Background: an optimization exercise with open tools, aiming at small area, a short achievable clock period and few clock cycles per item. Do not read the settings as production practice.
In this exercise RTL edits were held to simulation tests only and were not proved equivalent to the original.

==> design.v <==
package cau_pkg;
   localparam int WORD_BITS_DEF = 32;
   localparam int FRAC_BITS_DEF = 16;
   localparam int FIELD_BITS    = 32;
   localparam int OP_BITS       = 3;
   localparam int STATUS_BITS   = 2;
   localparam int ANG_FRAC      = 24;
   localparam int CORDIC_STEPS  = 28;
   localparam int NORM_EXP      = 40;
   localparam longint DEG90     = 64'd90 << ANG_FRAC;
   localparam logic [OP_BITS-1:0] OP_ADD   = 3'd0;
   localparam logic [OP_BITS-1:0] OP_SUB   = 3'd1;
   localparam logic [OP_BITS-1:0] OP_MUL   = 3'd2;
   localparam logic [OP_BITS-1:0] OP_DIV   = 3'd3;
   localparam logic [OP_BITS-1:0] OP_POLAR = 3'd4;
   localparam logic [STATUS_BITS-1:0] ST_OK   = 2'd0;
   localparam logic [STATUS_BITS-1:0] ST_DIV0 = 2'd1;
   localparam logic [STATUS_BITS-1:0] ST_SAT  = 2'd2;
   typedef enum logic [3:0] {
      S_IDLE,
      S_LOAD,
      S_MULT,
      S_POST,
      S_DIVIDE,
      S_DFIN,
      S_SQRT,
      S_SFIN,
      S_NORM,
      S_ROTATE,
      S_AFIN,
      S_DONE
   } state_type;
   function automatic logic [29:0] atan_deg(input logic [4:0] idx);
      case (idx)
         5'd0:  atan_deg = 30'd754974720;
         5'd1:  atan_deg = 30'd445687602;
         5'd2:  atan_deg = 30'd235489088;
         5'd3:  atan_deg = 30'd119537938;
         5'd4:  atan_deg = 30'd60000934;
         5'd5:  atan_deg = 30'd30029717;
         5'd6:  atan_deg = 30'd15018523;
         5'd7:  atan_deg = 30'd7509720;
         5'd8:  atan_deg = 30'd3754917;
         5'd9:  atan_deg = 30'd1877466;
         5'd10: atan_deg = 30'd938734;
         5'd11: atan_deg = 30'd469367;
         5'd12: atan_deg = 30'd234684;
         5'd13: atan_deg = 30'd117342;
         5'd14: atan_deg = 30'd58671;
         5'd15: atan_deg = 30'd29335;
         5'd16: atan_deg = 30'd14668;
         5'd17: atan_deg = 30'd7334;
         5'd18: atan_deg = 30'd3667;
         5'd19: atan_deg = 30'd1833;
         5'd20: atan_deg = 30'd917;
         5'd21: atan_deg = 30'd458;
         5'd22: atan_deg = 30'd229;
         5'd23: atan_deg = 30'd115;
         5'd24: atan_deg = 30'd57;
         5'd25: atan_deg = 30'd29;
         5'd26: atan_deg = 30'd14;
         5'd27: atan_deg = 30'd7;
         default: atan_deg = 30'd0;
      endcase
   endfunction
endpackage
module complex_arithmetic_unit #(
   parameter int WORD_BITS = cau_pkg::WORD_BITS_DEF,
   parameter int FRAC_BITS = cau_pkg::FRAC_BITS_DEF
) (
   input logic       clock,
   input logic       reset,
   input  logic                                  req_valid,
   output logic                                  req_ready,
   input  logic [cau_pkg::OP_BITS-1:0]           req_op,
   input  logic                                  req_use_acc,
   input  logic signed [cau_pkg::FIELD_BITS-1:0] req_a_re,
   input  logic signed [cau_pkg::FIELD_BITS-1:0] req_a_im,
   input  logic signed [cau_pkg::FIELD_BITS-1:0] req_b_re,
   input  logic signed [cau_pkg::FIELD_BITS-1:0] req_b_im,
   output logic                                  rsp_valid,
   input  logic                                  rsp_ready,
   output logic signed [cau_pkg::FIELD_BITS-1:0] rsp_res_re,
   output logic signed [cau_pkg::FIELD_BITS-1:0] rsp_res_im,
   output logic [cau_pkg::STATUS_BITS-1:0]       rsp_status
);
   localparam int HW = 40;
   localparam int CW = 46;
   localparam int ZW = 34;
   localparam logic signed [ZW-1:0] Z90   = ZW'(cau_pkg::DEG90);
   localparam logic [1:0] C_IDLE = 2'd0;
   localparam logic [1:0] C_INIT = 2'd1;
   localparam logic [1:0] C_NORM = 2'd2;
   localparam logic [1:0] C_ROT  = 2'd3;
   function automatic logic [2:0] benc(input logic [2:0] w);
      benc[0] = w[1] ^ w[0];
      benc[1] = (w[2] & ~w[1] & ~w[0]) | (~w[2] & w[1] & w[0]);
      benc[2] = w[2];
   endfunction
   function automatic logic [5:0] bchunk(input logic [31:0] b, input logic [2:0] j);
      logic [4:0] c;
      case (j)
         3'd0: c = {b[3:0], 1'b0};
         3'd1: c = b[7:3];
         3'd2: c = b[11:7];
         3'd3: c = b[15:11];
         3'd4: c = b[19:15];
         3'd5: c = b[23:19];
         3'd6: c = b[27:23];
         default: c = b[31:27];
      endcase
      bchunk = {benc(c[4:2]), benc(c[2:0])};
   endfunction
   function automatic logic [HW-1:0] brow(input logic [31:0] m, input logic [2:0] ctl,
                                          input logic sub);
      logic [HW-1:0] me, sel;
      me  = {{(HW - 32){m[31]}}, m};
      sel = ctl[0] ? me : (ctl[1] ? (me << 1) : '0);
      brow = (ctl[2] ^ sub) ? ~sel : sel;
   endfunction
   function automatic logic [HW-1:0] mstep(input logic [HW-1:0] h, input logic [31:0] m1,
                                           input logic [31:0] m2, input logic [5:0] c1,
                                           input logic [5:0] c2, input logic sub);
      logic [HW-1:0] r1, r2, r3, r4, cr;
      logic [HW-1:0] s1, k1, s2, k2, s3, k3, s4, k4;
      logic          n1, n2, n3, n4;
      n1 = c1[2];
      n2 = c1[5];
      n3 = c2[2] ^ sub;
      n4 = c2[5] ^ sub;
      r1 = brow(m1, c1[2:0], 1'b0);
      r2 = {brow(m1, c1[5:3], 1'b0), 2'b00} | HW'(n1);
      r3 = brow(m2, c2[2:0], sub);
      r4 = {brow(m2, c2[5:3], sub), 2'b00} | HW'(n3);
      cr = HW'({n2 & n4, n2 ^ n4, 2'b00});
      s1 = h ^ r1 ^ r2;
      k1 = ((h & r1) | (h & r2) | (r1 & r2)) << 1;
      s2 = r3 ^ r4 ^ cr;
      k2 = ((r3 & r4) | (r3 & cr) | (r4 & cr)) << 1;
      s3 = s1 ^ k1 ^ s2;
      k3 = ((s1 & k1) | (s1 & s2) | (k1 & s2)) << 1;
      s4 = s3 ^ k3 ^ k2;
      k4 = ((s3 & k3) | (s3 & k2) | (k3 & k2)) << 1;
      mstep = s4 + k4;
   endfunction
   function automatic logic mag_lt(input logic [CW-1:0] v, input int k);
      logic [CW-1:0] hi_z, hi_o, lo_nz;
      hi_z  = v >> k;
      hi_o  = ~v >> k;
      lo_nz = v << (CW - k);
      mag_lt = (hi_z == '0) || ((hi_o == '0) && (lo_nz != '0));
   endfunction
   function automatic logic [98:0] dstep(input logic [63:0] x, input logic [32:0] y,
                                         input logic [63:0] d, input logic [64:0] d3);
      logic [63:0] r2;
      logic [64:0] s1, t;
      logic [65:0] s2a, s2b;
      logic        ge1, ge2;
      logic [63:0] xn;
      r2  = {x[62:0], y[32]};
      t   = {r2, y[31]};
      s1  = {1'b0, r2} - {1'b0, d};
      s2a = {1'b0, t} - {2'b0, d};
      s2b = {1'b0, t} - {1'b0, d3};
      ge1 = !s1[64];
      ge2 = ge1 ? !s2b[65] : !s2a[65];
      if (ge1) xn = ge2 ? s2b[63:0] : {s1[62:0], y[31]};
      else xn = ge2 ? s2a[63:0] : t[63:0];
      dstep = {ge1, ge2, xn, y[30:0], ge1, ge2};
   endfunction
   logic        s_idle, s_m1, s_m2, s_tr, s_it, s_fin;
   logic [5:0]  cnt_ff;
   logic        o_add, o_sub, o_mul, o_div, o_pol, o_rd, dz_ff;
   logic        mdiv1_ff;
   logic [31:0] ar_ff, ai_ff, br_ff, bi_ff;
   logic [31:0] acc_re_ff, acc_im_ff;
   logic        rsp_valid_ff;
   logic [31:0] rsp_re_ff, rsp_im_ff;
   logic [1:0]  rsp_st_ff;
   logic [5:0]  bc1_ff, bc2_ff;
   logic [63:0] xr_ff, xi_ff, d_ff;
   logic [64:0] d3_ff;
   logic        s_rl, fin2_ff, sqc_ff, nsubr_ff, nsubi_ff;
   logic [32:0] yr_ff, yi_ff;
   logic        negr_ff, negi_ff, ovfr_ff, ovfi_ff;
   logic        i_f1, i_it;
   logic [5:0]  icnt_ff;
   logic [1:0]  cst_ff;
   logic [4:0]  ccnt_ff, ccnx_ff;
   logic signed [CW-1:0] cx_ff, cy_ff;
   logic signed [ZW-1:0] cz_ff;
   logic        c_done, fin, done_fire, req_fire, upd_acc;
   logic [31:0] new_acc_re, new_acc_im, asrc_re, asrc_im, bld_re, bld_im;
   logic        in_pol, in_div, in_mul, in_long, in_dz, in_rl, o_long;
   logic [31:0] res_re, res_im;
   logic        sat_re, sat_im;
   logic [1:0]  res_st;
   logic [31:0] ang;
   assign c_done    = cst_ff == C_IDLE;
   assign fin       = s_fin && c_done && !i_f1 && !i_it && (!o_pol || fin2_ff);
   assign req_ready = s_idle || (fin && !rsp_valid_ff);
   assign req_fire  = req_valid && req_ready;
   assign done_fire = fin && (!rsp_valid_ff || rsp_ready);
   assign rsp_valid  = rsp_valid_ff;
   assign rsp_res_re = rsp_re_ff;
   assign rsp_res_im = rsp_im_ff;
   assign rsp_status = rsp_st_ff;
   logic [31:0] tr, ur, ti, ui, valr, vali, qr, qi;
   logic        cir, cii, rr, ri, sgr, sgi;
   logic [HW+15:0] uhr, uhi;
   logic        cmr, cmi, sq_cmp;
   logic [36:0] zr;
   always_comb begin
      uhr = {xr_ff[HW-1:0], yr_ff[31:16]};
      uhi = {xi_ff[HW-1:0], yi_ff[31:16]};
      cmr = (yr_ff[15:0] == 16'hffff) & ~xr_ff[HW-1];
      cmi = (yi_ff[15:0] == 16'hffff) & ~xi_ff[HW-1];
      qr  = yr_ff[32:1];
      qi  = yi_ff[32:1];
      rr  = yr_ff[0];
      ri  = yi_ff[0];
      sq_cmp = sqc_ff;
      tr  = ar_ff;
      ur  = o_sub ? ~br_ff : br_ff;
      cir = o_sub;
      if (o_mul) begin
         tr  = uhr[31:0];
         ur  = '0;
         cir = cmr;
      end else if (o_div) begin
         tr  = qr ^ {32{negr_ff}};
         ur  = '0;
         cir = rr ^ negr_ff;
      end else if (o_pol) begin
         tr  = yr_ff[31:0];
         ur  = '0;
         cir = sq_cmp;
      end
      valr = tr + ur + 32'(cir);
      ti  = ai_ff;
      ui  = o_sub ? ~bi_ff : bi_ff;
      cii = o_sub;
      if (o_mul) begin
         ti  = uhi[31:0];
         ui  = '0;
         cii = cmi;
      end else if (o_div) begin
         ti  = qi ^ {32{negi_ff}};
         ui  = '0;
         cii = ri ^ negi_ff;
      end
      vali = ti + ui + 32'(cii);
      sgr = tr[31];
      sgi = ti[31];
      sat_re = (tr[31] == ur[31]) && (valr[31] != tr[31]);
      sat_im = (ti[31] == ui[31]) && (vali[31] != ti[31]);
      if (o_mul) begin
         sgr = xr_ff[HW-1];
         sgi = xi_ff[HW-1];
         sat_re = (uhr[HW+15:31] != '0 && uhr[HW+15:31] != '1) || (!tr[31] && valr[31]);
         sat_im = (uhi[HW+15:31] != '0 && uhi[HW+15:31] != '1) || (!ti[31] && vali[31]);
      end else if (o_div) begin
         sgr = negr_ff;
         sgi = negi_ff;
         sat_re = ovfr_ff || (negr_ff ? (!valr[31] && (qr != '0 || rr)) : (qr[31] || valr[31]));
         sat_im = ovfi_ff || (negi_ff ? (!vali[31] && (qi != '0 || ri)) : (qi[31] || vali[31]));
      end else if (o_pol) begin
         sgr = 1'b0;
         sat_re = tr[31] || valr[31];
      end
      zr  = $signed({{3{cz_ff[ZW-1]}}, cz_ff} + 37'd127 + (cz_ff[ZW-1] ? 37'd0 : 37'd1)) >>> 8;
      ang = zr[31:0];
      res_re = sat_re ? (sgr ? 32'h80000000 : 32'h7fffffff) : valr;
      res_im = sat_im ? (sgi ? 32'h80000000 : 32'h7fffffff) : vali;
      if (o_pol) begin
         res_im = ang;
         sat_im = 1'b0;
      end
      upd_acc = !o_rd && !dz_ff;
      if (o_rd) begin
         res_re = acc_re_ff;
         res_im = acc_im_ff;
         sat_re = 1'b0;
         sat_im = 1'b0;
      end else if (dz_ff) begin
         res_re = '0;
         res_im = '0;
         sat_re = 1'b0;
         sat_im = 1'b0;
      end
      res_st = dz_ff ? cau_pkg::ST_DIV0 : ((sat_re || sat_im) ? cau_pkg::ST_SAT : cau_pkg::ST_OK);
      new_acc_re = o_pol ? ar_ff : res_re;
      new_acc_im = o_pol ? ai_ff : res_im;
   end
   always_comb begin
      in_rl   = s_fin && upd_acc && req_use_acc && !(req_op[2] & (req_op[1] | req_op[0]));
      asrc_re = req_use_acc ? acc_re_ff : req_a_re;
      asrc_im = req_use_acc ? acc_im_ff : req_a_im;
      in_pol  = req_op == cau_pkg::OP_POLAR;
      in_div  = req_op == cau_pkg::OP_DIV;
      in_mul  = req_op == cau_pkg::OP_MUL;
      in_dz   = in_div && (req_b_re == '0) && (req_b_im == '0);
      in_long = in_mul || in_pol || (in_div && !in_dz);
      bld_re  = in_pol ? asrc_re : req_b_re;
      bld_im  = in_pol ? asrc_im : req_b_im;
   end
   logic m1_end, it_end, ovf_out_r;
   logic [98:0] dsr, dsi;
   always_comb begin
      m1_end = s_m1 && cnt_ff[2:0] == 3'd7;
      ovf_out_r = s_it && o_div && cnt_ff == '0 && dsr[98];
      it_end = s_it && ((cnt_ff == (o_div ? 6'd16 : 6'd15)) || ovf_out_r);
      o_long = o_mul || o_pol || (o_div && !dz_ff);
   end
   always_ff @(posedge clock) begin
      if (reset) begin
         s_idle <= 1'b1;
         s_rl   <= 1'b0;
         s_m1   <= 1'b0;
         s_m2   <= 1'b0;
         s_tr   <= 1'b0;
         s_it   <= 1'b0;
         s_fin  <= 1'b0;
      end else if (req_fire) begin
         s_idle <= 1'b0;
         s_rl   <= in_rl;
         s_m1   <= in_long && !in_rl;
         s_m2   <= 1'b0;
         s_tr   <= 1'b0;
         s_it   <= 1'b0;
         s_fin  <= !in_long && !in_rl;
      end else begin
         if (s_rl) begin
            s_rl  <= 1'b0;
            s_m1  <= o_long;
            s_fin <= !o_long;
         end
         if (m1_end) begin
            s_m1  <= 1'b0;
            s_m2  <= o_div;
            s_tr  <= o_pol;
            s_fin <= o_mul;
         end
         if (s_m2 && cnt_ff[2:0] == 3'd7) begin
            s_m2 <= 1'b0;
            s_tr <= 1'b1;
         end
         if (s_tr) begin
            s_tr <= 1'b0;
            s_it <= 1'b1;
         end
         if (it_end) begin
            s_it  <= 1'b0;
            s_fin <= 1'b1;
         end
         if (done_fire) begin
            s_fin  <= 1'b0;
            s_idle <= 1'b1;
         end
      end
   end
   always_ff @(posedge clock) begin
      if (reset) begin
         rsp_valid_ff <= 1'b0;
         acc_re_ff    <= '0;
         acc_im_ff    <= '0;
      end else begin
         if (done_fire) begin
            rsp_valid_ff <= 1'b1;
            if (upd_acc) begin
               acc_re_ff <= new_acc_re;
               acc_im_ff <= new_acc_im;
            end
         end else if (rsp_ready) begin
            rsp_valid_ff <= 1'b0;
         end
      end
   end
   always_ff @(posedge clock) begin
      fin2_ff <= s_fin && !done_fire;
      sqc_ff  <= d_ff[34:0] > {3'b000, yr_ff[31:0]};
   end
   always_ff @(posedge clock) begin
      if (done_fire) begin
         rsp_re_ff <= res_re;
         rsp_im_ff <= res_im;
         rsp_st_ff <= res_st;
      end
   end
   always_ff @(posedge clock) begin
      if (req_fire) begin
         o_add    <= req_op == cau_pkg::OP_ADD;
         o_sub    <= req_op == cau_pkg::OP_SUB;
         o_mul    <= in_mul;
         nsubr_ff <= !in_mul;
         nsubi_ff <= !in_div;
         o_div    <= in_div;
         o_pol    <= in_pol;
         o_rd     <= req_op[2] & (req_op[1] | req_op[0]);
         dz_ff    <= in_dz;
         mdiv1_ff <= in_div;
         ar_ff    <= asrc_re;
         ai_ff    <= asrc_im;
         br_ff    <= bld_re;
         bi_ff    <= bld_im;
         cnt_ff   <= '0;
         bc1_ff   <= bchunk(bld_re, 3'd0);
         bc2_ff   <= bchunk(bld_im, 3'd0);
      end else if (s_rl) begin
         ar_ff  <= acc_re_ff;
         ai_ff  <= acc_im_ff;
         if (o_pol) begin
            br_ff <= acc_re_ff;
            bi_ff <= acc_im_ff;
         end
         bc1_ff <= bchunk(o_pol ? acc_re_ff : br_ff, 3'd0);
         bc2_ff <= bchunk(o_pol ? acc_im_ff : bi_ff, 3'd0);
      end else begin
         bc1_ff <= bchunk(br_ff, cnt_ff[2:0] + 3'd1);
         bc2_ff <= bchunk(bi_ff, cnt_ff[2:0] + 3'd1);
         if (s_m1 || s_m2 || s_it) cnt_ff <= cnt_ff + 6'd1;
         if (s_tr || m1_end) cnt_ff <= '0;
         if (m1_end) mdiv1_ff <= 1'b0;
      end
   end
   logic [HW-1:0] hr_n, hi_n;
   logic [31:0]   lr_n, li_n;
   logic [31:0]   m1r, m2r;
   logic [71:0]   vr, vi, vr_neg, vi_neg;
   logic [63:0]   magr, magi;
   logic [36:0]   sq_t, sq_t2;
   logic [37:0]   sq_d1, sq_d2;
   logic [34:0]   srem1, srem2;
   logic          sq_g1, sq_g2;
   always_comb begin
      m1r  = mdiv1_ff ? br_ff : ar_ff;
      m2r  = mdiv1_ff ? bi_ff : ai_ff;
      hr_n = mstep(xr_ff[HW-1:0], m1r, m2r, bc1_ff, bc2_ff, !nsubr_ff);
      hi_n = mstep(xi_ff[HW-1:0], ai_ff, ar_ff, bc1_ff, bc2_ff, !nsubi_ff);
      lr_n = {hr_n[3:0], yr_ff[31:4]};
      li_n = {hi_n[3:0], yi_ff[31:4]};
      vr   = {xr_ff[HW-1:0], yr_ff[31:0]};
      vi   = {xi_ff[HW-1:0], yi_ff[31:0]};
      vr_neg = -vr;
      vi_neg = -vi;
      magr = vr[71] ? vr_neg[63:0] : vr[63:0];
      magi = vi[71] ? vi_neg[63:0] : vi[63:0];
      dsr  = dstep(xr_ff, yr_ff, d_ff, d3_ff);
      dsi  = dstep(xi_ff, yi_ff, d_ff, d3_ff);
      sq_t   = {d_ff[34:0], xr_ff[63:62]};
      sq_d1  = {1'b0, sq_t} - {4'b0, yr_ff[31:0], 2'b01};
      sq_g1  = !sq_d1[37];
      srem1  = sq_g1 ? sq_d1[34:0] : sq_t[34:0];
      sq_t2  = {srem1, xr_ff[61:60]};
      sq_d2  = {1'b0, sq_t2} - {3'b0, yr_ff[31:0], sq_g1, 2'b01};
      sq_g2  = !sq_d2[37];
      srem2  = sq_g2 ? sq_d2[34:0] : sq_t2[34:0];
   end
   always_ff @(posedge clock) begin
      if (req_fire) begin
         xr_ff[HW-1:0] <= in_mul ? HW'(16'h7fff) : '0;
      end else begin
         if (s_m1 || s_m2) begin
            xr_ff[HW-1:0] <= (mdiv1_ff && cnt_ff[2:0] == 3'd7) ?
                             '0 : {{4{hr_n[HW-1]}}, hr_n[HW-1:4]};
            yr_ff[31:0]   <= lr_n;
         end
         if (s_tr) begin
            if (o_div) begin
               xr_ff   <= {17'b0, magr[63:17]};
               yr_ff   <= {magr[16:0], 16'b0};
               negr_ff <= vr[71];
            end else begin
               xr_ff <= vr[63:0];
               yr_ff <= '0;
            end
         end
         if (s_it) begin
            if (o_div) begin
               xr_ff <= dsr[96:33];
               yr_ff <= dsr[32:0];
               if (cnt_ff == '0) ovfr_ff <= dsr[98];
            end else begin
               xr_ff <= xr_ff << 4;
               yr_ff <= {yr_ff[30:0], sq_g1, sq_g2};
            end
         end
      end
   end
   always_ff @(posedge clock) begin
      if (!req_fire) begin
         if (m1_end && o_div) d_ff <= {hr_n[35:0], yr_ff[31:4]};
         if (s_tr && o_pol) d_ff <= '0;
         if (s_it && o_pol) d_ff <= {29'b0, srem2};
      end
      if (s_m2) d3_ff <= {d_ff, 1'b0} + {1'b0, d_ff};
   end
   always_ff @(posedge clock) begin
      if (reset) begin
         i_f1 <= 1'b0;
         i_it <= 1'b0;
      end else if (req_fire) begin
         i_f1 <= 1'b0;
         i_it <= 1'b0;
      end else begin
         if (m1_end && o_div) i_f1 <= 1'b1;
         if (i_f1) begin
            i_f1 <= 1'b0;
            i_it <= 1'b1;
         end
         if (i_it && (icnt_ff == 6'd16 || (icnt_ff == '0 && dsi[98]))) i_it <= 1'b0;
      end
   end
   always_ff @(posedge clock) begin
      if (req_fire) begin
         xi_ff[HW-1:0] <= in_mul ? HW'(16'h7fff) : '0;
      end else if (s_m1) begin
         xi_ff[HW-1:0] <= {{4{hi_n[HW-1]}}, hi_n[HW-1:4]};
         yi_ff[31:0]   <= li_n;
      end else if (i_f1) begin
         xi_ff   <= {17'b0, magi[63:17]};
         yi_ff   <= {magi[16:0], 16'b0};
         negi_ff <= vi[71];
         icnt_ff <= '0;
      end else if (i_it) begin
         xi_ff   <= dsi[96:33];
         yi_ff   <= dsi[32:0];
         if (icnt_ff == '0) ovfi_ff <= dsi[98];
         icnt_ff <= icnt_ff + 6'd1;
      end
   end
   logic signed [CW-1:0] xa, ya, cdx, cdy;
   logic signed [ZW-1:0] atv;
   logic                 pt_zero, more, big8, big4, big2, ypos, yneg;
   always_comb begin
      xa      = CW'($signed(ar_ff));
      ya      = CW'($signed(ai_ff));
      pt_zero = (ar_ff == '0) && (ai_ff == '0);
      more    = mag_lt(cx_ff, 40) && mag_lt(cy_ff, 40);
      big8    = mag_lt(cx_ff, 33) && mag_lt(cy_ff, 33);
      big4    = mag_lt(cx_ff, 37) && mag_lt(cy_ff, 37);
      big2    = mag_lt(cx_ff, 39) && mag_lt(cy_ff, 39);
      cdx     = cy_ff >>> ccnt_ff;
      cdy     = cx_ff >>> (~ccnx_ff);
      atv     = signed'(ZW'(cau_pkg::atan_deg(ccnt_ff)));
      ypos    = !cy_ff[CW-1] && (cy_ff != '0);
      yneg    = cy_ff[CW-1];
   end
   always_ff @(posedge clock) begin
      if (reset) begin
         cst_ff <= C_IDLE;
      end else if (req_fire) begin
         cst_ff <= (in_pol && !in_rl) ? C_INIT : C_IDLE;
      end else if (s_rl) begin
         cst_ff <= o_pol ? C_INIT : C_IDLE;
      end else begin
         case (cst_ff)
            C_INIT: cst_ff <= pt_zero ? C_IDLE : C_NORM;
            C_NORM: if (!more) cst_ff <= C_ROT;
            C_ROT: if (ccnt_ff == 5'd27) cst_ff <= C_IDLE;
            default: begin
            end
         endcase
      end
   end
   always_ff @(posedge clock) begin
      case (cst_ff)
         C_INIT: begin
            if (pt_zero) begin
               cz_ff <= '0;
            end else if (ar_ff[31]) begin
               if (!ai_ff[31]) begin
                  cx_ff <= ya;
                  cy_ff <= -xa;
                  cz_ff <= Z90;
               end else begin
                  cx_ff <= -ya;
                  cy_ff <= xa;
                  cz_ff <= -Z90;
               end
            end else begin
               cx_ff <= xa;
               cy_ff <= ya;
               cz_ff <= '0;
            end
            ccnt_ff <= '0;
            ccnx_ff <= '1;
         end
         C_NORM, C_ROT: begin
            if (cst_ff == C_NORM && more) begin
               if (big8) begin
                  cx_ff <= cx_ff <<< 8;
                  cy_ff <= cy_ff <<< 8;
               end else if (big4) begin
                  cx_ff <= cx_ff <<< 4;
                  cy_ff <= cy_ff <<< 4;
               end else if (big2) begin
                  cx_ff <= cx_ff <<< 2;
                  cy_ff <= cy_ff <<< 2;
               end else begin
                  cx_ff <= cx_ff <<< 1;
                  cy_ff <= cy_ff <<< 1;
               end
            end else begin
            if (ypos || yneg) begin
               cx_ff <= cx_ff + (cdx ^ {CW{yneg}}) + CW'(yneg);
               cy_ff <= cy_ff + (cdy ^ {CW{ypos}}) + CW'(ypos);
               cz_ff <= cz_ff + (atv ^ {ZW{yneg}}) + ZW'(yneg);
            end
            ccnt_ff <= ccnt_ff + 5'd1;
            ccnx_ff <= ~(ccnt_ff + 5'd1);
            end
         end
         default: begin
         end
      endcase
   end
endmodule
==> run.sh <==
#!/bin/bash
# synth_recipe.tcl (not shown) runs the flow's synth.tcl, then flattens the netlist and writes it again
# the make line also repeats each setting of config.mk as NAME=value (left out here)
make -C /OpenROAD-flow-scripts/flow DESIGN_CONFIG=/design/flow/config.mk WORK_HOME=/design/flow/orfs CLKGATE_MAP_FILE= SYNTH_SCRIPT=/design/flow/synth_recipe.tcl finish
==> config.mk <==
export PLATFORM = sky130hd
export DESIGN_NAME = complex_arithmetic_unit
export DESIGN_NICKNAME = complex_arithmetic_unit
export VERILOG_FILES = /design/flow/design.v
export SDC_FILE = /design/flow/constraint.sdc
export NUM_CORES = 4
export LEC_CHECK = 0
export CAP_MARGIN = 20
export CORE_MARGIN = 2
export CORE_UTILIZATION = 50
export SETUP_SLACK_MARGIN = 5
export SLEW_MARGIN = 20
export TNS_END_PERCENT = 5
==> constraint.sdc <==
create_clock -name core_clock -period 10.0 [get_ports {clock}]
set_input_delay 2.0000 -clock core_clock [delete_from_list [all_inputs] [get_ports {clock}]]
set_output_delay 2.0000 -clock core_clock [all_outputs]
set_load 0.01 [all_outputs]
==> results of run 1 <==
==> worst max-delay path by stage <==
stage / startpoint / to / slack (ns) / depth (start not counted)
floorplan: nsubi_ff / uhi[52] / 3.25 / 21
global placement: bc1_ff[0] / uhi[52] / 2.12 / 21
detailed placement: bc1_ff[0] / uhi[52] / 2.00 / 21
CTS: mdiv1_ff / xr_ff[39] / 3.79 / 22
global route: ccnt_ff[3] / cx_ff[42] / 3.56 / 20
finish: d3_ff[1] / xr_ff[63] / 3.58 / 15
==> layout make-up <==
class | instances | area share
repair buffers | 826 | 0.0624
multi-input cells | 11700 | 0.672
diodes | 50 | 0.000994
clock buffers | 135 | 0.0232
inverters | 803 | 0.0245
clock inverters | 65 | 0.00634
repair inverters | 1 | 0.0000597
flip-flops and latches | 797 | 0.181
well taps | 2975 | 0.0296
==> per-layer routing <==
metal  global-route usage  part of all wire
met5             0.000210            0.0013
met2                0.649              0.40
met1                0.592              0.37
met4                0.300             0.080
met3                0.165              0.14
==> metrics by stage <==
step / cells / instance area (µm²) / utilization
4_1_cts: 17100 / 124000 / 0.556
5_1_grt: 17300 / 126000 / 0.565
2_1_floorplan: 14200 / 112000 / -
3_3_place_gp: 16700 / 116000 / 0.524
3_5_place_dp: 16700 / 116000 / 0.524
6_report: 17300 / 126000 / 0.566
==> cells in the mapped netlist, types with 51 or more instances <==
cell / number / area, µm²
o31ai_1: 103 / 773
a21o_1: 432 / 3240
mux2_2: 103 / 1160
mux2i_1: 360 / 3600
a31oi_1: 153 / 957
and3_1: 112 / 701
and2_1: 89 / 557
nand2b_1: 121 / 757
a221oi_1: 147 / 1290
a22o_1: 53 / 464
o22ai_1: 88 / 551
o21bai_1: 118 / 886
nor2b_1: 115 / 719
o21a_1: 123 / 923
xor2_1: 548 / 4800
nand2_1: 1305 / 4900
a21oi_1: 1277 / 6390
nor2_1: 1043 / 3920
clkbuf_1: 806 / 3030
a22oi_1: 317 / 2380
o211ai_1: 153 / 1150
inv_1: 792 / 2970
nor3_1: 212 / 1060
edfxtp_1: 671 / 20100
o21ai_0: 1131 / 5660
dfxtp_1: 126 / 2520
nand4_1: 165 / 1030
nor4_1: 90 / 563
nand3_1: 288 / 1440
ha_1: 876 / 11000
fa_1: 244 / 4880
buf_1: 147 / 552
a211oi_1: 204 / 1530
or3_1: 81 / 507
xnor2_1: 858 / 7510
mux4_2: 51 / 1150
==> registers in the layout (all words and copies together), names as in the netlist, 33 cells and up <==
| register | flops |
|---|---|
| cx_ff | 46 |
| cy_ff | 46 |
| cz_ff | 34 |
| d3_ff | 65 |
| d_ff | 64 |
| uhi | 40 |
| xr_ff | 64 |
| yi_ff | 33 |
| yr_ff | 33 |
==> critical path: cells and delay by family (launching register included) <==
kind / cells / cell delay, ns
AOI/OAI and AO/OA: 7 / 2.94
and+or+nand+nor: 4 / 1.05
buffers and inverters: 2 / 0.91
DFF: 1 / 0.64
adders and majority gates: 1 / 0.39
muxes: 1 / 0.10
==> cells in the final DEF (no fill, tap or decap), types with 81 or more instances in the layout <==
master,Yosys,final
a221oi_1,147,141
nand2b_1,121,120
o21ai_0,1131,1066
o31ai_1,103,96
nand2_1,1305,1296
and3_1,112,105
a21oi_1,1277,1254
mux2_2,103,99
and2_1,89,87
nor3_1,212,208
dfxtp_1,126,112
a211oi_1,204,194
a22oi_1,317,285
nand3_1,288,285
edfxtp_1,671,671
o21a_1,123,122
xnor2_1,858,845
inv_1,792,761
a31oi_1,153,145
nor4_1,90,81
o211ai_1,153,153
nor2b_1,115,109
clkbuf_16,0,119
buf_4,0,523
clkdlybuf4s50_1,0,201
o22ai_1,88,88
a21o_1,432,431
fa_1,244,241
ha_1,876,826
o21bai_1,118,117
nand4_1,165,165
mux2i_1,360,359
xor2_1,548,542
nor2_1,1043,1024
==> cell families after synthesis <==
| group | Yosys count |
|---|---|
| AOI/OAI and AO/OA | 4834 |
| and+or+nand+nor | 3778 |
| buffers and inverters | 1768 |
| xor gates and xnor gates | 1406 |
| muxes | 514 |
| DFF | 797 |
| adders and majority gates | 1120 |
==> repair_timing <==
action	CTS	global route
resized for setup	320	215
gates cloned	18	17
pin swaps	101	60
endpoints found under the setup margin	488	519
buffers inserted	210	99
endpoints found under the hold margin	0	0
==> summary.md, run 1 <==
| Metric | Value |
|---|---|
| Clock Path Buffers | 3 |
| Vias in the first global route | roughly 110k |
| Worst Setup End Kind | register |
| Post-synth ARST share | 0 |
| Clock Sinks | 797 |
| Num ports | 204 |
| Pin slew with the least headroom to its limit | around 1.7 ns |
| Clock buffer count from CTS | 105 |
| DR vias | approximately 120k |
| Clock Root Buffer | clkbuf_16 |
| Initial antenna violation count | 97 |
| Fin. Hold Viols | 0 |
| Synthesized Nets | 15,500 |
| Final nets | 15,500 |
| Die Wd | 477 µm |
| Failed Checks | max-capacitance violations, max-slew violations |
| Layout cells sized above 1 | 0.0980 |
| Max-Cap Viols | 1 |
| Largest stage delay, worst path | 0.64 ns |
| Residual DRC count | 0 |
| DR iter-0 viols | slightly below 20,000 |
| Routed wire length | about 560 mm |
| Largest net degree at the start of global routing | 169 |
| Setup TNS | 0 ns |
| Yosys cell types | 95 |
| Final worst slack | 3.58 ns |
| Syn_area_per_cell | 7.86 µm² |
| FF-to-FF End | xr_ff[63] |
| Min Hold Slack | slightly above 0.5 ns |
| Clock latency on the worst-skew pair | 0.85 ns |
| Max-slew violations | 10 |
| Period minus WS final | 6.42 ns |
| RSZ-0062 raised after global routing | true |
| Layout Area Growth over Synthesis | 12.6% |
| Worst clock skew | 0.0990 ns |
| Crit Path Category | register to register |
| Via density | approximately 7 |
| Filler cell count | 20,600 |
| Gr usage total | 0.461 |
| CP max FO | 47 |
| Die height | roughly 480 µm |
| Post-Synth Adder-Cell Area | 0.142 |
| Worst reg2reg startpoint | d3_ff[1] |
| Die area | 227,000 µm² |
| Required time of the critical path | 10.44 ns |
| Multi-input gate area | 84,600 µm² |
| Cells after synthesis | approximately 14,000 |
| Crit path arrival time | 6.86 ns |
| XOR/XNOR share of the synthesized area | 0.110 |
| WHS Endpoint | acc_im_ff[25] |
| CP Launch Type | register |
| Register Area | 22,700 µm² |
| Fmax achieved | 156 MHz |
| Hold Path Stages | 2 |
| Grt total ovfl | 0 |
| Most used DFF post-synth | edfxtp_1 |
| GP Congestion | approximately 1.1 |
| Multiplexer share of the synthesized area | 0.0529 |
| Synth Area in Simple Gates | 0.156 |
| First-pass GRT wire length | 779 mm |
| Slew HR | -0.127 |
| Slowest cell on the critical path | edfxtp_1 |
| Cts hold-fix bufs | 0 |
| Reg2Reg Setup Slack | 3.58 ns |
| TritonRoute pass-1 iters | 8 |
| Largest family of logic cells by synthesized area | compound AO/OA/AOI/OAI gates |
| CTS tree | built |
| IO buf count | 203 |
| FP Rows | 173 |
| Status | finished with violations |
| R2R depth | 15 |
| Synth Area in Compound Gates | 0.277 |
| Post-Syn Area | 112,000 µm² |
| H-tree depth | 3 |
| Hold Startpoint | acc_im_ff[25] |
| Period utilisation layout | 0.642 |
| Worst min path class | register to register |
| Number of flops mapped to enable cells by yosys | 671 |
| ANT nets after route | 0 |
| Pre-CTS setup slack | 2.00 ns |
| Cells along the critical path | inv_1 -> ha_1 -> nor2b_1 -> o31ai_1 -> o221ai_1 -> o211ai_1 -> nand2_1 -> a21oi_2 -> o31a_1 -> o21a_1 -> buf_4 -> or3_1 -> mux2i_1 -> nor4_2 -> o221ai_2 |
| Yosys Warn Count | 1 |
| Core Box Area | 222,000 µm² |
| Register area share after synthesis | 0.203 |
| Initial Util | 0.503 |
| Setup violations, final | 0 |
| Seq cells post-synth | 797 |
| Drt wl/cell | 32.2 µm |
| Clock-pin transition on the worst setup and hold timing paths | roughly 0.06 ns |
| Post-DP HPWL | 415 mm |
Testbench counts, summed over its fixed seeds: cycles 45,778, items 3,200.
==> run 2: changes to the inputs <==
--- a/design.v
+++ b/design.v
@@ -168,10 +168,9 @@
       else xn = ge2 ? s2a[63:0] : t[63:0];
       dstep = {ge1, ge2, xn, y[30:0], ge1, ge2};
    endfunction
-   logic        s_idle, s_m1, s_m2, s_tr, s_it, s_fin;
+   logic        s_idle, s_m1, s_tr, s_it, s_fin;
    logic [5:0]  cnt_ff;
    logic        o_add, o_sub, o_mul, o_div, o_pol, o_rd, dz_ff;
-   logic        mdiv1_ff;
    logic [31:0] ar_ff, ai_ff, br_ff, bi_ff;
    logic [31:0] acc_re_ff, acc_im_ff;
    logic        rsp_valid_ff;
@@ -317,7 +316,6 @@
          s_idle <= 1'b1;
          s_rl   <= 1'b0;
          s_m1   <= 1'b0;
-         s_m2   <= 1'b0;
          s_tr   <= 1'b0;
          s_it   <= 1'b0;
          s_fin  <= 1'b0;
@@ -325,7 +323,6 @@
          s_idle <= 1'b0;
          s_rl   <= in_rl;
          s_m1   <= in_long && !in_rl;
-         s_m2   <= 1'b0;
          s_tr   <= 1'b0;
          s_it   <= 1'b0;
          s_fin  <= !in_long && !in_rl;
@@ -337,14 +334,9 @@
          end
          if (m1_end) begin
             s_m1  <= 1'b0;
-            s_m2  <= o_div;
-            s_tr  <= o_pol;
+            s_tr  <= o_pol || o_div;
             s_fin <= o_mul;
          end
-         if (s_m2 && cnt_ff[2:0] == 3'd7) begin
-            s_m2 <= 1'b0;
-            s_tr <= 1'b1;
-         end
          if (s_tr) begin
             s_tr <= 1'b0;
             s_it <= 1'b1;
@@ -398,7 +390,6 @@
          o_pol    <= in_pol;
          o_rd     <= req_op[2] & (req_op[1] | req_op[0]);
          dz_ff    <= in_dz;
-         mdiv1_ff <= in_div;
          ar_ff    <= asrc_re;
          ai_ff    <= asrc_im;
          br_ff    <= bld_re;
@@ -418,14 +409,13 @@
       end else begin
          bc1_ff <= bchunk(br_ff, cnt_ff[2:0] + 3'd1);
          bc2_ff <= bchunk(bi_ff, cnt_ff[2:0] + 3'd1);
-         if (s_m1 || s_m2 || s_it) cnt_ff <= cnt_ff + 6'd1;
+         if (s_m1 || s_it) cnt_ff <= cnt_ff + 6'd1;
          if (s_tr || m1_end) cnt_ff <= '0;
-         if (m1_end) mdiv1_ff <= 1'b0;
       end
    end
    logic [HW-1:0] hr_n, hi_n;
    logic [31:0]   lr_n, li_n;
-   logic [31:0]   m1r, m2r;
+   logic [HW-1:0] hd_n;
    logic [71:0]   vr, vi, vr_neg, vi_neg;
    logic [63:0]   magr, magi;
    logic [36:0]   sq_t, sq_t2;
@@ -433,9 +423,8 @@
    logic [34:0]   srem1, srem2;
    logic          sq_g1, sq_g2;
    always_comb begin
-      m1r  = mdiv1_ff ? br_ff : ar_ff;
-      m2r  = mdiv1_ff ? bi_ff : ai_ff;
-      hr_n = mstep(xr_ff[HW-1:0], m1r, m2r, bc1_ff, bc2_ff, !nsubr_ff);
+      hr_n = mstep(xr_ff[HW-1:0], ar_ff, ai_ff, bc1_ff, bc2_ff, !nsubr_ff);
+      hd_n = mstep(d3_ff[HW-1:0], br_ff, bi_ff, bc1_ff, bc2_ff, 1'b0);
       hi_n = mstep(xi_ff[HW-1:0], ai_ff, ar_ff, bc1_ff, bc2_ff, !nsubi_ff);
       lr_n = {hr_n[3:0], yr_ff[31:4]};
       li_n = {hi_n[3:0], yi_ff[31:4]};
@@ -460,9 +449,8 @@
       if (req_fire) begin
          xr_ff[HW-1:0] <= in_mul ? HW'(16'h7fff) : '0;
       end else begin
-         if (s_m1 || s_m2) begin
-            xr_ff[HW-1:0] <= (mdiv1_ff && cnt_ff[2:0] == 3'd7) ?
-                             '0 : {{4{hr_n[HW-1]}}, hr_n[HW-1:4]};
+         if (s_m1) begin
+            xr_ff[HW-1:0] <= {{4{hr_n[HW-1]}}, hr_n[HW-1:4]};
             yr_ff[31:0]   <= lr_n;
          end
          if (s_tr) begin
@@ -488,12 +476,18 @@
       end
    end
    always_ff @(posedge clock) begin
-      if (!req_fire) begin
-         if (m1_end && o_div) d_ff <= {hr_n[35:0], yr_ff[31:4]};
+      if (req_fire) begin
+         d3_ff[HW-1:0] <= '0;
+      end else begin
+         if (s_m1 && o_div) begin
+            d3_ff[HW-1:0] <= {{4{hd_n[HW-1]}}, hd_n[HW-1:4]};
+            d_ff[31:0]    <= {hd_n[3:0], d_ff[31:4]};
+         end
+         if (m1_end && o_div) d_ff <= {hd_n[35:0], d_ff[31:4]};
+         if (s_tr && o_div) d3_ff <= {d_ff, 1'b0} + {1'b0, d_ff};
          if (s_tr && o_pol) d_ff <= '0;
          if (s_it && o_pol) d_ff <= {29'b0, srem2};
       end
-      if (s_m2) d3_ff <= {d_ff, 1'b0} + {1'b0, d_ff};
    end
    always_ff @(posedge clock) begin
       if (reset) begin
==> summary.md, run 2 <==
| Metric | Value |
|---|---|
| R2R depth | 17 |
| Cts hold-fix bufs | 0 |
| Clock latency on the worst-skew pair | 0.87 ns |
| Routed wire length | 620 mm |
| Clock Path Buffers | 3 |
| Most frequent cells after synthesis | nand2_1, a21oi_1, o21ai_0 |
| Cells after synthesis | 15,300 |
| Reg2Reg Setup Slack | 3.69 ns |
| Most common cell after layout, fill and taps aside | nand2_1 |
| Fmax achieved | 158 MHz |
| Crit Path Category | register to register |
| Top reg by flops | d3_ff |
| Largest regs | d3_ff: 65 flops, d_ff: 64 flops, xr_ff: 64 flops |
| Yosys cell types | 122 |
| TritonRoute pass-1 iters | 15 |
| Layout Area Growth over Synthesis | 15.3% |
| Fin. Hold Viols | 0 |
| DR vias | 131,000 |
| Seq cells post-synth | between 700 and 800 |
| Max-Cap Viols | 0 |
| Most frequent cells in the layout | nand2_1, a21oi_1, o21ai_0 |
| Synthesized Nets | 16,700 |
| Max-slew violations | 0 |
| H-tree depth | 3 |
| Placed Cells | 17,900 |
| Initial antenna violation count | 62 |
| Post-Syn Area | 119,000 µm² |
| FP Rows | 178 |
| Die area | 242,000 µm² |
| Worst min path class | register to register |
| Post-synth ARST share | 0 |
| WP buf/inv | 5 |
| Cell mode on critical path | buf_4 |
| Multiplexer share of the synthesized area | 0.0409 |
| Clock Sinks | 795 |
| Residual DRC count | 0 |
| Most used DFF post-synth | edfxtp_1 |
| Period utilisation layout | 0.631 |
| Register area share after synthesis | 0.187 |
| CP top delay family | compound AO/OA/AOI/OAI gates |
| Slew HR | 0.110 |
| Layout cells sized above 1 | 0.116 |
| Drt wl/cell | roughly 33 µm |
| FF-to-FF End | uhi[43] |
| Largest net degree at the start of global routing | between 100 and 150 |
| Crit path arrival time | 6.80 ns |
| Min Hold Slack | 0.511 ns |
| Syn_area_per_cell | 7.79 µm² |
| Post-synth top area share | 0.159 |
| Setup TNS | 0 ns |
| DR iter-0 viols | 21,500 |
| WP depth | 17 |
| Setup violations, final | 0 |
| Final core occ | 0.581 |
| Largest stage delay, worst path | 0.63 ns |
| Synth Area in Simple Gates | 0.161 |
| Synth Area in Compound Gates | 0.272 |
| Layout Cells excl Fill | 18,600 |
| Hold Path Stages | 2 |
| GP Congestion | 1.09 |
| Status | complete, no violations |
| ANT nets after route | 0 |
| Clock-pin transition on the worst setup and hold timing paths | 0.07 ns |
| Required time of the critical path | around 10 ns |
| Dominant cell type by area after synthesis | edfxtp_1 |
| Num ports | 204 |
| Slowest cell on the critical path | nor4_1 |
| IO buf count | 203 |
| Yosys Warn Count | 1 |
| Synth top area cells | edfxtp_1, ha_1, xnor2_1 |
| CTS tree | built |
| Gr usage total | 0.486 |
| Cells along the critical path | inv_1 -> buf_4 -> ha_1 -> nand4_1 -> nor4_1 -> o211ai_1 -> a21oi_2 -> a221oi_4 -> o21ai_1 -> a31oi_4 -> buf_4 -> buf_4 -> nor2_2 -> nor2_2 -> buf_4 -> o211ai_1 -> o221ai_1 |
| XOR/XNOR share of the synthesized area | 0.114 |
| Worst Setup End Kind | register |
| Period minus WS final | around 6.3 ns |
| Largest family of logic cells by synthesized area | compound AO/OA/AOI/OAI gates |
| CP max FO | 17 |
| Post-Synth Adder-Cell Area | 0.160 |
| CP Launch Type | register |
| Worst reg2reg startpoint | d_ff[12] |
| Top-count cell post-synth | nand2_1 |
| Clock buffer count from CTS | 105 |
| Core Box Area | 236,000 µm² |
| Max reg flops | 65 |
| Vias in the first global route | roughly 120k |
| First-pass GRT wire length | 863 mm |
| Die Wd | about 490 µm |
| Post-DP HPWL | 446 mm |
| Hold Startpoint | d3_ff[26] |
| Grt total ovfl | 0 |
| RSZ-0062 raised after global routing | true |
| Via density | slightly above 7 |
| Number of flops mapped to enable cells by yosys | 630 |
| Filler cell count | 21,100 |
| Clock Root Buffer | clkbuf_16 |
| Initial Util | 0.504 |
| Die height | 491 µm |
| WHS Endpoint | d3_ff[26] |
| Final nets | 16,800 |
| Pin slew with the least headroom to its limit | 1.32 ns |
| Worst clock skew | 0.106 ns |
-- run 2: area by class of cell --
class,instances,area (µm²),area share
Timing Repair Buffer,1014,10700,0.0778
Antenna cell,50,125,0.000913
Inverter,963,3750,0.0273
Tap cell,3150,3940,0.0288
Sequential cell,795,22300,0.163
Clock buffer,130,2830,0.0207
Clock inverter,70,1010,0.00738
Timing Repair inverter,3,26.3,0.000192
Multi-Input combinational cell,12500,92400,0.674
-- run 2: repair_timing --
action                                  in CTS  in global routing
pin swaps                                  187                138
gates cloned                                49                 10
endpoints found under the setup margin     932                864
setup buffers                              293                157
resized for setup                          534                345
-- run 2: cell families (layout without fill, tap and decap cells) --
kind of cell               count (synthesis)  count (layout)
xor gates and xnor gates                1551            1551
other                                      0              50
buffers and inverters                   2019            2180
DFF                                      795             795
AOI/OAI and AO/OA                       5033            5033
adders and majority gates               1304            1304
muxes                                    396             397
and+or+nand+nor                         4161            4166
-- run 2: per-stage QoR --
stage	area [µm²]	setup WS (ns)
6_report	137000	3.69
4_1_cts	134000	4.16
3_3_place_gp	124000	2.65
2_1_floorplan	119000	4.48
5_1_grt	137000	3.87
3_5_place_dp	124000	2.64
-- run 2: metal layers --
| layer | share of wire | up-vias | wire length (µm) | GRT usage |
|---|---|---|---|---|
| met1 | 0.36 | 62600 | 225000 | 0.614 |
| met2 | 0.39 | 10700 | 242000 | 0.670 |
| met3 | 0.16 | 2520 | 99300 | 0.208 |
| met4 | 0.084 | 70 | 52200 | 0.316 |
| met5 | 0.0017 | - | 1080 | 0.00536 |
| li1 | - | 55400 | - | - |
-- run 2: worst min-delay path: cells and delay by family (launching register included) --
kind / cells / cell delay [ns]
flip-flops: 1 / 0.31
AND/OR/NAND/NOR: 1 / 0.05
AO/OA/AOI/OAI: 1 / 0.08
-- run 2: how the worst max path moves through the flow --
stage / startpoint / end / slack [ns]
floorplan: bc1_ff[4] / uhi[55] / 4.48
global placement: d_ff[34] / d_ff[26] / 2.65
detailed placement: bc2_ff[4] / xr_ff[32] / 2.64
CTS: nsubr_ff / xr_ff[32] / 4.16
global route: bc1_ff[3] / xr_ff[31] / 3.87
finish: d_ff[12] / uhi[43] / 3.69
Testbench counts of run 2, summed over its fixed seeds: cycles 41,010, items 3,200.
==> run 3: changes to the inputs <==
--- a/design.v
+++ b/design.v
@@ -380,7 +380,7 @@
       end
    end
    always_ff @(posedge clock) begin
-      if (req_fire) begin
+      if (req_ready) begin
          o_add    <= req_op == cau_pkg::OP_ADD;
          o_sub    <= req_op == cau_pkg::OP_SUB;
          o_mul    <= in_mul;
@@ -446,7 +446,7 @@
       srem2  = sq_g2 ? sq_d2[34:0] : sq_t2[34:0];
    end
    always_ff @(posedge clock) begin
-      if (req_fire) begin
+      if (req_ready) begin
          xr_ff[HW-1:0] <= in_mul ? HW'(16'h7fff) : '0;
       end else begin
          if (s_m1) begin
@@ -476,7 +476,7 @@
       end
    end
    always_ff @(posedge clock) begin
-      if (req_fire) begin
+      if (req_ready) begin
          d3_ff[HW-1:0] <= '0;
       end else begin
          if (s_m1 && o_div) begin
@@ -506,7 +506,7 @@
       end
    end
    always_ff @(posedge clock) begin
-      if (req_fire) begin
+      if (req_ready) begin
          xi_ff[HW-1:0] <= in_mul ? HW'(16'h7fff) : '0;
       end else if (s_m1) begin
          xi_ff[HW-1:0] <= {{4{hi_n[HW-1]}}, hi_n[HW-1:4]};
@@ -527,8 +527,8 @@
    logic signed [ZW-1:0] atv;
    logic                 pt_zero, more, big8, big4, big2, ypos, yneg;
    always_comb begin
-      xa      = CW'($signed(ar_ff));
-      ya      = CW'($signed(ai_ff));
+      xa      = CW'($signed(ar_ff)) <<< 9;
+      ya      = CW'($signed(ai_ff)) <<< 9;
       pt_zero = (ar_ff == '0) && (ai_ff == '0);
       more    = mag_lt(cx_ff, 40) && mag_lt(cy_ff, 40);
       big8    = mag_lt(cx_ff, 33) && mag_lt(cy_ff, 33);
==> summary.md, run 3 <==
| Metric | Value |
|---|---|
| CP max FO | 8 |
| Top-count cell post-synth | a21oi_1 |
| Reg2Reg Setup Slack | 3.83 ns |
| Placed Cells | 18,000 |
| Worst Setup End Kind | register |
| Most frequent cells after synthesis | a21oi_1, nand2_1, o21ai_0 |
| Initial antenna violation count | 71 |
| Filler cell count | 21,700 |
| Yosys cell types | 105 |
| Status | complete, no violations |
| Largest stage delay, worst path | 0.82 ns |
| Pin slew with the least headroom to its limit | 1.30 ns |
| Slew HR | 0.121 |
| TritonRoute pass-1 iters | 13 |
| DR vias | 131,000 |
| Dominant cell type by area after synthesis | edfxtp_1 |
| DR iter-0 viols | 22,000 |
| Die Wd | 493 µm |
| Routed wire length | 625 mm |
| Post-synth ARST share | 0 |
| Crit Path Category | register to register |
| Number of flops mapped to enable cells by yosys | 630 |
| Clock Root Buffer | clkbuf_16 |
| Yosys Warn Count | 1 |
| Top reg by flops | d3_ff |
| Synth top area cells | edfxtp_1, ha_1, xnor2_1 |
| Cells along the critical path | inv_1 -> fa_1 -> fa_1 -> inv_1 -> fa_1 -> ha_1 -> a211o_1 -> a211oi_2 -> o211ai_1 -> buf_4 -> o211ai_1 -> buf_4 -> a31oi_4 -> a41oi_2 -> buf_4 -> buf_4 -> xor2_2 -> o21ai_0 -> a21oi_1 -> o21ai_0 |
| Largest net degree at the start of global routing | 161 |
| Seq cells post-synth | 795 |
| Pre-CTS setup slack | between 1.5 and 2 ns |
| First-pass GRT wire length | 869 mm |
| RSZ-0062 raised after global routing | true |
| Core Box Area | 238,000 µm² |
| Setup violations, final | 0 |
| Cells after synthesis | between 15,000 and 20,000 |
| Worst clock skew | 0.127 ns |
| Register area share after synthesis | 0.186 |
| IO buf count | between 200 and 250 |
| ANT nets after route | 0 |
| FP Rows | 179 |
| Largest regs | d3_ff: 65 flops, d_ff: 64 flops, xr_ff: 64 flops |
| Grt total ovfl | 0 |
| Period minus WS final | 6.17 ns |
| Max reg flops | 65 |
| Post-synth top area share | 0.158 |
| Clock-pin transition on the worst setup and hold timing paths | 0.06 ns |
| Required time of the critical path | 10.48 ns |
| Most used DFF post-synth | edfxtp_1 |
| Slowest cell on the critical path | edfxtp_1 |
| H-tree depth | 3 |
| Min Hold Slack | between 0.5 and 0.6 ns |
| Crit path arrival time | approximately 6.7 ns |
| Layout Cells excl Fill | roughly 19,000 |
| Drt wl/cell | 33.6 µm |
| Final nets | 16,700 |
| Max-Cap Viols | 0 |
| Most frequent cells in the layout | a21oi_1, nand2_1, nor2_1 |
| Gr usage total | 0.487 |
| Clock Sinks | 795 |
| Setup TNS | 0 ns |
| Post-DP HPWL | roughly 470 mm |
| Residual DRC count | 0 |
| Period utilisation layout | 0.617 |
| CP top delay family | compound AO/OA/AOI/OAI gates |
| Via density | 7.06 |
| Cts hold-fix bufs | 0 |
| Most common cell after layout, fill and taps aside | a21oi_1 |
| Initial Util | 0.503 |
| Die height | between 400 and 500 µm |
| Clock buffer count from CTS | 104 |
| Vias in the first global route | about 120k |
| Clock latency on the worst-skew pair | 0.87 ns |
| Layout Area Growth over Synthesis | 12.8% |
| WP buf/inv | 6 |
| Syn_area_per_cell | 7.81 µm² |
| CTS tree | built |
| Fin. Hold Viols | 0 |
| CP Launch Type | register |
| Worst min path class | register to register |
| Post-Syn Area | roughly 120,000 µm² |
| Clock Path Buffers | 3 |
| Die area | between 200,000 and 250,000 µm² |
| Fmax achieved | 162 MHz |
| Max-slew violations | 0 |
| Synthesized Nets | 16,800 |
| Num ports | 204 |
| GP Congestion | 1.08 |
| Cell mode on critical path | buf_4 |
| Final worst slack | 3.83 ns |
| Layout cells sized above 1 | 0.0999 |
-- run 3: changes by cell type in the layout (fill, tap and decap cells not counted), sizes merged, moves of 50 or more --
cell / before / now
buf: 775 / 642
nand2: 1528 / 1316
xnor2: 948 / 998
o21ai: 1276 / 1203
mux2i: 282 / 363
a21o: 455 / 525
a21oi: 1266 / 1373
-- run 3: routing by layer --
| layer | share of wire | up-vias | global-route usage | routed length [µm] |
|---|---|---|---|---|
| met3 | 0.16 | 2450 | 0.223 | 100000 |
| li1 | - | 55600 | - | - |
| met5 | 0.0020 | - | 0.0104 | 1240 |
| met4 | 0.083 | 52 | 0.317 | 52100 |
| met1 | 0.37 | 62800 | 0.613 | 230000 |
| met2 | 0.39 | 10500 | 0.661 | 242000 |
-- run 3: path summary, 6_finish.rpt --
path                       from            end  cells past startpoint
setup reg to reg       xr_ff[5]      xr_ff[27]                     20
hold / removal    acc_im_ff[26]  acc_im_ff[26]                      2
setup / recovery       xr_ff[5]      xr_ff[27]                     20
hold reg to reg   acc_im_ff[26]  acc_im_ff[26]                      2
-- run 3: logic make-up after synthesis --
kind of cell / after synthesis / share of synthesized area
adders and majority gates: 1305 / 0.159
muxes: 486 / 0.0461
DFF: 795 / 0.186
and+or+nand+nor: 4015 / 0.155
xor gates and xnor gates: 1571 / 0.115
buffers and inverters: 1992 / 0.0633
AOI/OAI and AO/OA: 5164 / 0.276
-- run 3: layout make-up --
type / count / area [µm²] / share of cell area
diodes: 52 / 130 / 0.000963
inverters: 966 / 3730 / 0.0276
well taps: 3167 / 3960 / 0.0293
multi-input cells: 12600 / 92800 / 0.687
repair inverters: 2 / 15.0 / 0.000111
flip-flops and latches: 795 / 22300 / 0.165
clock buffers: 128 / 2820 / 0.0209
repair buffers: 866 / 8550 / 0.0632
clock inverters: 69 / 838 / 0.00620
-- run 3: repair_timing --
item / CTS / global route
buffers inserted: 216 / 92
pin swaps: 112 / 124
endpoints found under the setup margin: 565 / 524
cloned: 26 / 13
resized for setup: 423 / 289
-- run 3: worst register-to-register path, stage by stage, from the launching register on --
cell and delay, ns:
edfxtp_1 0.82, inv_1 0.44, fa_1 0.56, fa_1 0.52, inv_1 0.06, fa_1 0.45
ha_1 0.29, a211o_1 0.31, a211oi_2 0.29, o211ai_1 0.12, buf_4 0.17, o211ai_1 0.21
buf_4 0.18, a31oi_4 0.10, a41oi_2 0.26, buf_4 0.15, buf_4 0.11, xor2_2 0.20
o21ai_0 0.20, a21oi_1 0.26, o21ai_0 0.13
-- run 3: through the flow --
stage	util	area (µm²)
2_1_floorplan	-	120000
3_3_place_gp	0.524	125000
3_5_place_dp	0.524	125000
4_1_cts	0.557	133000
5_1_grt	0.567	135000
6_report	0.568	135000
Testbench counts of run 3, summed over its fixed seeds: cycles 40,453, items 3,200.

[port drivers added, routing unchanged]
Ports are ideal in the flow. The routed layouts listed here were re-timed in OpenROAD.
Step 1: set_driving_cell puts a clkbuf_16 on clock and a buf_2 on each other input, an assumption about the parent block.
Step 2 times the ports against the registers' clock, not the clock port: input delays grow and output delays shrink by t, the midpoint of the rising clock arrivals with the driver on.
Three values: no drivers, after step 1, after step 2; two values: the first two.
run	t, ns	setup WS [ns]	worst setup path after step 2	worst register clock-pin slew, ns	pins driven straight from the clock port
run 1	0.908	3.581 / 3.581 / 3.581	register to register	0.07 / 0.07	1
run 2	0.928	3.690 / 3.690 / 3.690	register to register	0.08 / 0.08	1
run 3	0.917	3.834 / 3.834 / 3.834	register to register	0.08 / 0.08	1
